This is an optimization exercise on Yosys and OpenROAD, whose aim is small area, not a production implementation. In this exercise RTL edits were held to simulation tests only and were not proved equivalent to the original. Power is estimated from default activity; no workload was simulated.

--- flow/design.v ---
package dist_pkg;
    localparam int NUM_JOB_TYPES = 4;
    localparam int NUM_FTHREADS  = 4;
    localparam int JOB_TY_W      = 2;
    localparam int JOB_W      = 128;
    localparam int OPCODE_W   = 16;
    localparam int ADDR_W     = 58;
    localparam int OFFSET_W   = 32;
    localparam int CMD_W      = 8;
    localparam int PARAM_W    = 16;
    localparam int CMD_LINE_W = CMD_W + ADDR_W + ADDR_W + PARAM_W;
    localparam int JOB_CMD_LSB    = 0;
    localparam int JOB_PARAM_LSB  = 8;
    localparam int JOB_RD_OFS_LSB = 32;
    localparam int JOB_WR_OFS_LSB = 64;
    localparam logic [1:0] DIST_READY    = 2'b00;
    localparam logic [1:0] DIST_SCHEDULE = 2'b01;
    localparam logic [1:0] DIST_SUCCESS  = 2'b10;
    localparam logic [1:0] DIST_FAIL     = 2'b11;
endpackage
import dist_pkg::*;
module job_type_rotator (
    input  logic                          clk,
    input  logic                          rst_n,
    input  logic                          advance,
    output logic [dist_pkg::JOB_TY_W-1:0] cur_type
);
    localparam logic [JOB_TY_W-1:0] LAST_TYPE = JOB_TY_W'(NUM_JOB_TYPES - 1);
    always_ff @(posedge clk) begin
        if (!rst_n) begin
            cur_type <= '0;
        end else if (advance) begin
            if (cur_type == LAST_TYPE) begin
                cur_type <= '0;
            end else begin
                cur_type <= cur_type + 1'b1;
            end
        end
    end
endmodule
import dist_pkg::*;
module dist_fsm (
    input  logic                                                   clk,
    input  logic                                                   rst_n,
    input  logic [dist_pkg::JOB_TY_W-1:0]                          cur_type,
    input  logic [dist_pkg::NUM_JOB_TYPES-1:0]                     job_queue_valid,
    input  logic [dist_pkg::NUM_JOB_TYPES-1:0][dist_pkg::JOB_W-1:0] job_queue_data,
    input  logic                                                   decision_made,
    input  logic                                                   success,
    output logic                                                   advance,
    output logic [dist_pkg::JOB_W-1:0]                             job_request,
    output logic [dist_pkg::JOB_TY_W-1:0]                          job_index,
    output logic                                                   req_valid,
    output logic [dist_pkg::NUM_JOB_TYPES-1:0]                     job_queue_ready
);
    logic [1:0] state;
    logic       take_job;
    assign take_job = (state == DIST_READY) && job_queue_valid[cur_type];
    assign advance  = (state == DIST_READY);
    always_ff @(posedge clk) begin
        if (!rst_n) begin
            state     <= DIST_READY;
            req_valid <= 1'b0;
        end else begin
            req_valid <= take_job;
            case (state)
                DIST_READY: begin
                    if (take_job) begin
                        state <= DIST_SCHEDULE;
                    end
                end
                DIST_SCHEDULE: begin
                    if (decision_made) begin
                        state <= success ? DIST_SUCCESS : DIST_FAIL;
                    end
                end
                default: state <= DIST_READY;
            endcase
        end
    end
    always_ff @(posedge clk) begin
        if (take_job) begin
            job_request <= job_queue_data[cur_type];
            job_index   <= cur_type;
        end
    end
    always_comb begin
        job_queue_ready = '0;
        job_queue_ready[job_index] = (state == DIST_SCHEDULE) && decision_made && success;
    end
endmodule
import dist_pkg::*;
module opcode_matrix (
    input  logic                                                      clk,
    input  logic                                                      rst_n,
    input  logic [dist_pkg::NUM_FTHREADS-1:0][dist_pkg::OPCODE_W-1:0]  fthread_config,
    input  logic                                                      fthread_config_valid,
    input  logic [dist_pkg::NUM_JOB_TYPES-1:0][dist_pkg::OPCODE_W-1:0] job_config,
    input  logic                                                      job_config_valid,
    output logic [dist_pkg::NUM_JOB_TYPES-1:0][dist_pkg::NUM_FTHREADS-1:0] mapping
);
    logic [NUM_FTHREADS-1:0][OPCODE_W-1:0]  fthread_opcode;
    logic [NUM_JOB_TYPES-1:0][OPCODE_W-1:0] job_opcode;
    logic                                   fthread_loaded;
    logic                                   job_loaded;
    always_ff @(posedge clk) begin
        if (fthread_config_valid) begin
            fthread_opcode <= fthread_config;
        end
        if (job_config_valid) begin
            job_opcode <= job_config;
        end
    end
    always_ff @(posedge clk) begin
        if (!rst_n) begin
            fthread_loaded <= 1'b0;
            job_loaded     <= 1'b0;
        end else begin
            fthread_loaded <= fthread_loaded | fthread_config_valid;
            job_loaded     <= job_loaded | job_config_valid;
        end
    end
    always_ff @(posedge clk) begin
        if (!rst_n) begin
            mapping <= '0;
        end else if (fthread_loaded && job_loaded) begin
            for (int t = 0; t < NUM_JOB_TYPES; t++) begin
                for (int f = 0; f < NUM_FTHREADS; f++) begin
                    mapping[t][f] <= (job_opcode[t] == fthread_opcode[f]);
                end
            end
        end
    end
endmodule
import dist_pkg::*;
module fthread_tracker (
    input  logic                                                      clk,
    input  logic                                                      rst_n,
    input  logic [dist_pkg::NUM_JOB_TYPES-1:0][dist_pkg::NUM_FTHREADS-1:0] mapping,
    input  logic [dist_pkg::JOB_TY_W-1:0]                             job_index,
    input  logic                                                      req_valid,
    input  logic [dist_pkg::NUM_FTHREADS-1:0]                         fthread_done,
    output logic                                                      decision_made,
    output logic                                                      success,
    output logic [dist_pkg::NUM_FTHREADS-1:0]                         job_set
);
    localparam logic [NUM_FTHREADS-1:0] ONE = NUM_FTHREADS'(1);
    logic [NUM_FTHREADS-1:0] avail;
    logic [NUM_FTHREADS-1:0] pick;
    logic [NUM_FTHREADS-1:0] pick_q;
    logic [NUM_FTHREADS-1:0] busy;
    assign avail = mapping[job_index] & ~busy;
    assign pick  = avail & (~avail + ONE);
    always_ff @(posedge clk) begin
        if (!rst_n) begin
            pick_q        <= '0;
            decision_made <= 1'b0;
        end else begin
            pick_q        <= pick;
            decision_made <= req_valid;
        end
    end
    assign success = |pick_q;
    assign job_set = decision_made ? pick_q : '0;
    always_ff @(posedge clk) begin
        if (!rst_n) begin
            busy <= '0;
        end else begin
            busy <= job_set | (busy & ~fthread_done);
        end
    end
endmodule
import dist_pkg::*;
module job_line_builder (
    input  logic                                                     clk,
    input  logic                                                     rst_n,
    input  logic [dist_pkg::ADDR_W-1:0]                              ws_base_addr,
    input  logic                                                     ws_base_addr_valid,
    input  logic [dist_pkg::JOB_W-1:0]                               job_request,
    input  logic [dist_pkg::NUM_FTHREADS-1:0]                        job_set,
    output logic [dist_pkg::NUM_FTHREADS-1:0][dist_pkg::CMD_LINE_W-1:0] fthread_job,
    output logic [dist_pkg::NUM_FTHREADS-1:0]                        fthread_job_valid
);
    logic [ADDR_W-1:0]     base_q;
    logic [ADDR_W-1:0]     rd_addr;
    logic [ADDR_W-1:0]     wr_addr;
    logic [OFFSET_W-1:0]   rd_ofs;
    logic [OFFSET_W-1:0]   wr_ofs;
    logic [CMD_LINE_W-1:0] job_line;
    always_ff @(posedge clk) begin
        if (ws_base_addr_valid) begin
            base_q <= ws_base_addr;
        end
    end
    assign rd_ofs = job_request[JOB_RD_OFS_LSB +: OFFSET_W];
    assign wr_ofs = job_request[JOB_WR_OFS_LSB +: OFFSET_W];
    always_ff @(posedge clk) begin
        rd_addr <= base_q + ADDR_W'(rd_ofs);
        wr_addr <= base_q + ADDR_W'(wr_ofs);
    end
    assign job_line = {job_request[JOB_CMD_LSB +: CMD_W], rd_addr, wr_addr,
                       job_request[JOB_PARAM_LSB +: PARAM_W]};
    always_ff @(posedge clk) begin
        for (int f = 0; f < NUM_FTHREADS; f++) begin
            if (job_set[f]) begin
                fthread_job[f] <= job_line;
            end
        end
    end
    always_ff @(posedge clk) begin
        if (!rst_n) begin
            fthread_job_valid <= '0;
        end else begin
            fthread_job_valid <= job_set;
        end
    end
endmodule
import dist_pkg::*;
module job_distributor (
    input  logic                                             clk,
    input  logic                                             rst_n,
    input  logic [dist_pkg::NUM_FTHREADS*dist_pkg::OPCODE_W-1:0]  fthread_config,
    input  logic                                             fthread_config_valid,
    input  logic [dist_pkg::NUM_JOB_TYPES*dist_pkg::OPCODE_W-1:0] job_config,
    input  logic                                             job_config_valid,
    input  logic [dist_pkg::NUM_JOB_TYPES-1:0]               job_queue_valid,
    input  logic [dist_pkg::NUM_JOB_TYPES*dist_pkg::JOB_W-1:0]    job_queue_data,
    output logic [dist_pkg::NUM_JOB_TYPES-1:0]               job_queue_ready,
    input  logic [dist_pkg::ADDR_W-1:0]                      ws_base_addr,
    input  logic                                             ws_base_addr_valid,
    output logic [dist_pkg::NUM_FTHREADS*dist_pkg::CMD_LINE_W-1:0] fthread_job,
    output logic [dist_pkg::NUM_FTHREADS-1:0]                fthread_job_valid,
    input  logic [dist_pkg::NUM_FTHREADS-1:0]                fthread_done
);
    logic [JOB_TY_W-1:0]     cur_type;
    logic                    advance;
    logic [JOB_W-1:0]        job_request;
    logic [JOB_TY_W-1:0]     job_index;
    logic                    req_valid;
    logic [NUM_JOB_TYPES-1:0][NUM_FTHREADS-1:0] mapping;
    logic                    decision_made;
    logic                    success;
    logic [NUM_FTHREADS-1:0] job_set;
    job_type_rotator job_type_rotator_inst (
        .clk, .rst_n, .advance, .cur_type
    );
    dist_fsm dist_fsm_inst (
        .clk, .rst_n, .cur_type, .job_queue_valid, .job_queue_data,
        .decision_made, .success, .advance, .job_request, .job_index,
        .req_valid, .job_queue_ready
    );
    opcode_matrix opcode_matrix_inst (
        .clk, .rst_n, .fthread_config, .fthread_config_valid,
        .job_config, .job_config_valid, .mapping
    );
    fthread_tracker fthread_tracker_inst (
        .clk, .rst_n, .mapping, .job_index, .req_valid, .fthread_done,
        .decision_made, .success, .job_set
    );
    job_line_builder job_line_builder_inst (
        .clk, .rst_n, .ws_base_addr, .ws_base_addr_valid, .job_request,
        .job_set, .fthread_job, .fthread_job_valid
    );
endmodule
--- flow/constraint.sdc ---
create_clock -name core_clock -period 5.0 [get_ports {clk}]
set_input_delay 1.0000 -clock core_clock [delete_from_list [all_inputs] [get_ports {clk}]]
set_output_delay 1.0000 -clock core_clock [all_outputs]
set_load 0.01 [all_outputs]
--- flow/run.sh ---
#!/bin/bash
# synth_recipe.tcl (not shown) runs the flow's synth.tcl, then flattens the netlist and writes it again
# the make line also repeats each setting of config.mk as NAME=value (left out here)
make -C /OpenROAD-flow-scripts/flow DESIGN_CONFIG=/design/flow/config.mk WORK_HOME=/design/flow/orfs CLKGATE_MAP_FILE= SYNTH_SCRIPT=/design/flow/synth_recipe.tcl finish
--- flow/config.mk ---
export PLATFORM = sky130hd
export DESIGN_NAME = job_distributor
export DESIGN_NICKNAME = job_distributor
export VERILOG_FILES = /design/flow/design.v
export SDC_FILE = /design/flow/constraint.sdc
export NUM_CORES = 4
export LEC_CHECK = 0
export CAP_MARGIN = 20
export CORE_AREA = 10 10 490 490
export DIE_AREA = 0 0 500 500
export SLEW_MARGIN = 20
==> results.cfg <==
[cells_and_area]
fill_cells = 23600
regArea_um2 = 28200
fin_util_pct = 24.7
area_delta_synth_final_pct = 49.6
layout.nets = 4157
final_layout_size_suffix_gt1_share_pct = 9.02
multi_input_area_um2 = 9440

[synthesis]
synthFlopType = edfxtp_1
synth_edf_count = 836
synth.area.mux_share_pct = 5.55
synth-adder-area-share_pct = 2.28
synth_cells = 2177
yosysWarnings = 5
synth-compound-area-share_pct = 3.56
ys_seq_elements = 988
syn_area_um2 = 37900
synthXorXnorAreaFrac_pct = 8.50
ys_seq_area_share_pct = 74.2
ys_types = 65
synthSimpleGateAreaFrac_pct = 4.93
syn_area_per_cell_um2 = 17.4
synthArstFlopShare_pct = 0
synth_top_family_by_area = XOR/XNOR gates
syn_nets = 2956

[sta]
slew_violations = 0
rsz0062_at_grt = no
slew_headroom_pct = 27.9
setup-tns-final_ps = 0
whs_ps = 432
fin_skew_ps = 51.6
fin_crit_sh_pct = 91.6
fin_crit_ps = 4580
fmax_mhz = 218
hold_viol_final = 0
setup_viol = 0
tightest_slew_ps = 1070

[cts]
root_buffer = clkbuf_16
numCtsBuffers = 105
hold_buffers = 0
post_cts_buffers = 0
clk_pin_slew_ps = 60
tritoncts = done
clockBufferDepth = 3
clock_sinks = 988
cts_resized = 0
insertion_delay_ps = 770
h-tree-depth = 3

[worst_setup_path]
setup.worst_path.end_class = flip-flop
rr_worst_depth = 12
reg2reg_to = job_line_builder_inst.rd_addr[50]$_DFF_P_
crit_arrival_ps = 5270
worstSetupPathType = reg2reg
cp_max_fo = 13
start_kind = flip-flop
r2r_slack_ps = 420
cp.required_ps = 5690
worstReg2RegStart = job_line_builder_inst.base_q[0]$_DFFE_PP_

[placement]
gp_congestion = 0.888
dp.final_hpwl_um = 162000
io_buffers = 1118

[grt]
antenna_found_initial = 127
grt_pass1_wl_um = 246000
grt_pass1_vias = 25500
gr-total-overflow = 0
grt_usage_pct = 14.7
grt_max_degree = 85

[drt]
drtPass1Iterations = 5
drt_iter0_markers = 1702
via_per_inst = 3.81
wire_per_inst_um = 29.4
drc_errors = 0
wirelength_um = 192000
antenna_left = 0
vias = 24900

[floorplan]
core_area_um2 = 230000
dieArea_um2 = 250000
rows = 176
die_w_um = 500
die_y_um = 500
start_util_pct = 16.5
ios = 1279

[hold_path]
holdPathStages = 1
hold_start = dist_fsm_inst.req_valid$_SDFF_PN0_
hp-class = reg2reg
holdPathEnd = fthread_tracker_inst.decision_made$_SDFF_PN0_

[pwr]
p_sw_share_pct = 28.2
power.total_mw = 22.3
p_leak_nw = 19.1
p_clk_share_pct = 36.4
internal-power_mw = 16.0
p_per_area_nw_per_um2 = 393
p_switching_mw = 6.29
seq_power_share_pct = 49.6
irDropWorstVdd_v = 0.000268
combPwrFrac_pct = 13.9

[outcome]
status = complete, no violations

[flow_run]
drv_cap = 0
==> registers in the layout, summed over array words and instances, names as in the netlist <==
register and flops:
job_line_builder_inst.base_q 58, fthread_tracker_inst.busy 4, job_line_builder_inst.wr_addr 58, opcode_matrix_inst.job_opcode 64, opcode_matrix_inst.job_loaded 1, fthread_tracker_inst.decision_made 1, job_line_builder_inst.rd_addr 58, job_line_builder_inst.fthread_job 560
dist_fsm_inst.state 2, dist_fsm_inst.job_index 2, opcode_matrix_inst.fthread_opcode 64, dist_fsm_inst.req_valid 1, dist_fsm_inst.job_request 88, fthread_tracker_inst.pick_q 4, opcode_matrix_inst.fthread_loaded 1, job_type_rotator_inst.cur_type 2
job_line_builder_inst.fthread_job_valid 4, opcode_matrix_inst.mapping 16
==> how the worst max path moves through the flow <==
stage	slack, ps	cells after the start	startpoint	end
6_report	420	12	job_line_builder_inst.base_q[0]$_DFFE_PP_	job_line_builder_inst.rd_addr[50]$_DFF_P_
5_1_grt	310	12	job_line_builder_inst.base_q[0]$_DFFE_PP_	job_line_builder_inst.rd_addr[50]$_DFF_P_
4_1_cts	530	12	job_line_builder_inst.base_q[0]$_DFFE_PP_	job_line_builder_inst.rd_addr[50]$_DFF_P_
3_5_place_dp	520	12	job_line_builder_inst.base_q[0]$_DFFE_PP_	job_line_builder_inst.rd_addr[50]$_DFF_P_
3_3_place_gp	500	12	job_line_builder_inst.base_q[0]$_DFFE_PP_	job_line_builder_inst.rd_addr[50]$_DFF_P_
2_1_floorplan	840	1	fthread_tracker_inst.decision_made$_SDFF_PN0_	job_line_builder_inst.fthread_job[0]$_DFFE_PP_
==> cell usage in the layout (no fill, tap or decap), drive strengths merged, types with 29 or more instances in the layout <==
cell and instances:
a21o 29, a21oi 80, buf 31, clkbuf 144, clkdlybuf4s50 1115, clkinv 36, dfxtp 152, diode 45
edfxtp 836, ha 66, inv 40, mux4 93, nand2 72, nand3 34, nand4 38, nor2 83
nor4 67, o21ai 34, xnor2 71, xor2 297
==> through the flow <==
stage / instance area (um2) / cells / setup WS (ps)
2_1_floorplan: 37900 / 2177 / 836
6_report: 56700 / 6540 / 418
4_1_cts: 56600 / 6495 / 532
3_5_place_dp: 53000 / 6297 / 520
3_3_place_gp: 53000 / 6297 / 497
5_1_grt: 56700 / 6523 / 306
==> synth_stat cells, drive strengths merged (3+ instances only) <==
cell	count	area share, %
inv	33	0.33
o31a	3	0.069
nand3	34	0.45
a31o	6	0.14
a21o	29	0.57
edfxtp	836	66
o31ai	3	0.13
and4	4	0.092
mux4	93	5.5
o21a	8	0.18
o21bai	14	0.28
and2	9	0.15
o21ai	34	0.45
nor3	16	0.21
nor2b	8	0.13
and3	17	0.28
nor2	83	0.82
nor4	67	1.1
buf	19	0.26
o211ai	6	0.13
xnor2	71	1.6
a21oi	80	1.1
ha	66	2.2
nand4	38	0.63
a31oi	11	0.18
clkbuf	32	0.33
nand2	72	0.72
nand2b	8	0.13
dfxtp	152	8.0
xor2	297	6.9
==> power groups by stage <==
stage	clock (mW)	sequential (mW)	combinational [mW]
floorplan	0	10.6	1.67
global placement	0	11.2	3.19
detailed placement	0	11.3	3.20
CTS	8.39	11.1	3.23
global route	8.68	11.1	3.38
finish	8.12	11.1	3.11
==> critical path: stages, from the launching register on <==
cell	delay (ps)
edfxtp_1	400
ha_1	220
inv_1	90
fa_1	250
nor2b_1	80
o21bai_1	610
a31oi_1	300
a21oi_1	860
o21bai_1	350
a2111oi_0	750
nor3_4	260
or2b_1	240
xnor2_1	120
==> final cells by class <==
cell class	count	area share, %
timing repair buffer	1146	20.2
sequential	988	49.6
inverter	33	0.218
clock buffer	144	5.20
clock inverter	54	1.24
antenna	45	0.198
tap	3026	6.67
multi-input combinational	1104	16.6
==> kinds of logic after synthesis <==
kind of cell               Yosys count
AOI/OAI and AO/OA                  208
xor gates and xnor gates           368
adders and majority gates           68
buffers and inverters               85
DFF                                988
muxes                               94
and+or+nand+nor                    366
==> routing by layer <==
metal,wire length [um],track usage (%)
met1,72100,16.5
met2,93300,25.2
met3,19100,5.61
met4,7630,5.37
met5,460,0

[what the ideal ports hide]
No port has a modelled driver above. Below, the same layout with a new extraction and two added sets of constraints. Step 1: set_driving_cell puts a clkbuf_16 on clk and a buf_2 on each other input, an assumption about the parent block. Step 2 times the ports against the registers' clock, not the clock port: input delays grow and output delays shrink by t, the midpoint of the rising clock arrivals with the driver on. Three values: ideal, step 1, step 2; two values: the first two.
t (ns): 0.817
setup slack, ns: 0.418 / 0.418 / 0.418
worst setup path at the end: register to register
clock arrival spread, ns: 0.057 / 0.057
worst register clock-pin slew, ns: 0.07 / 0.07
After both steps setup and hold are still met in this run. For this run, drivers alone change the setup slack by 0.000 ns; drivers and shift together by 0.000 ns.
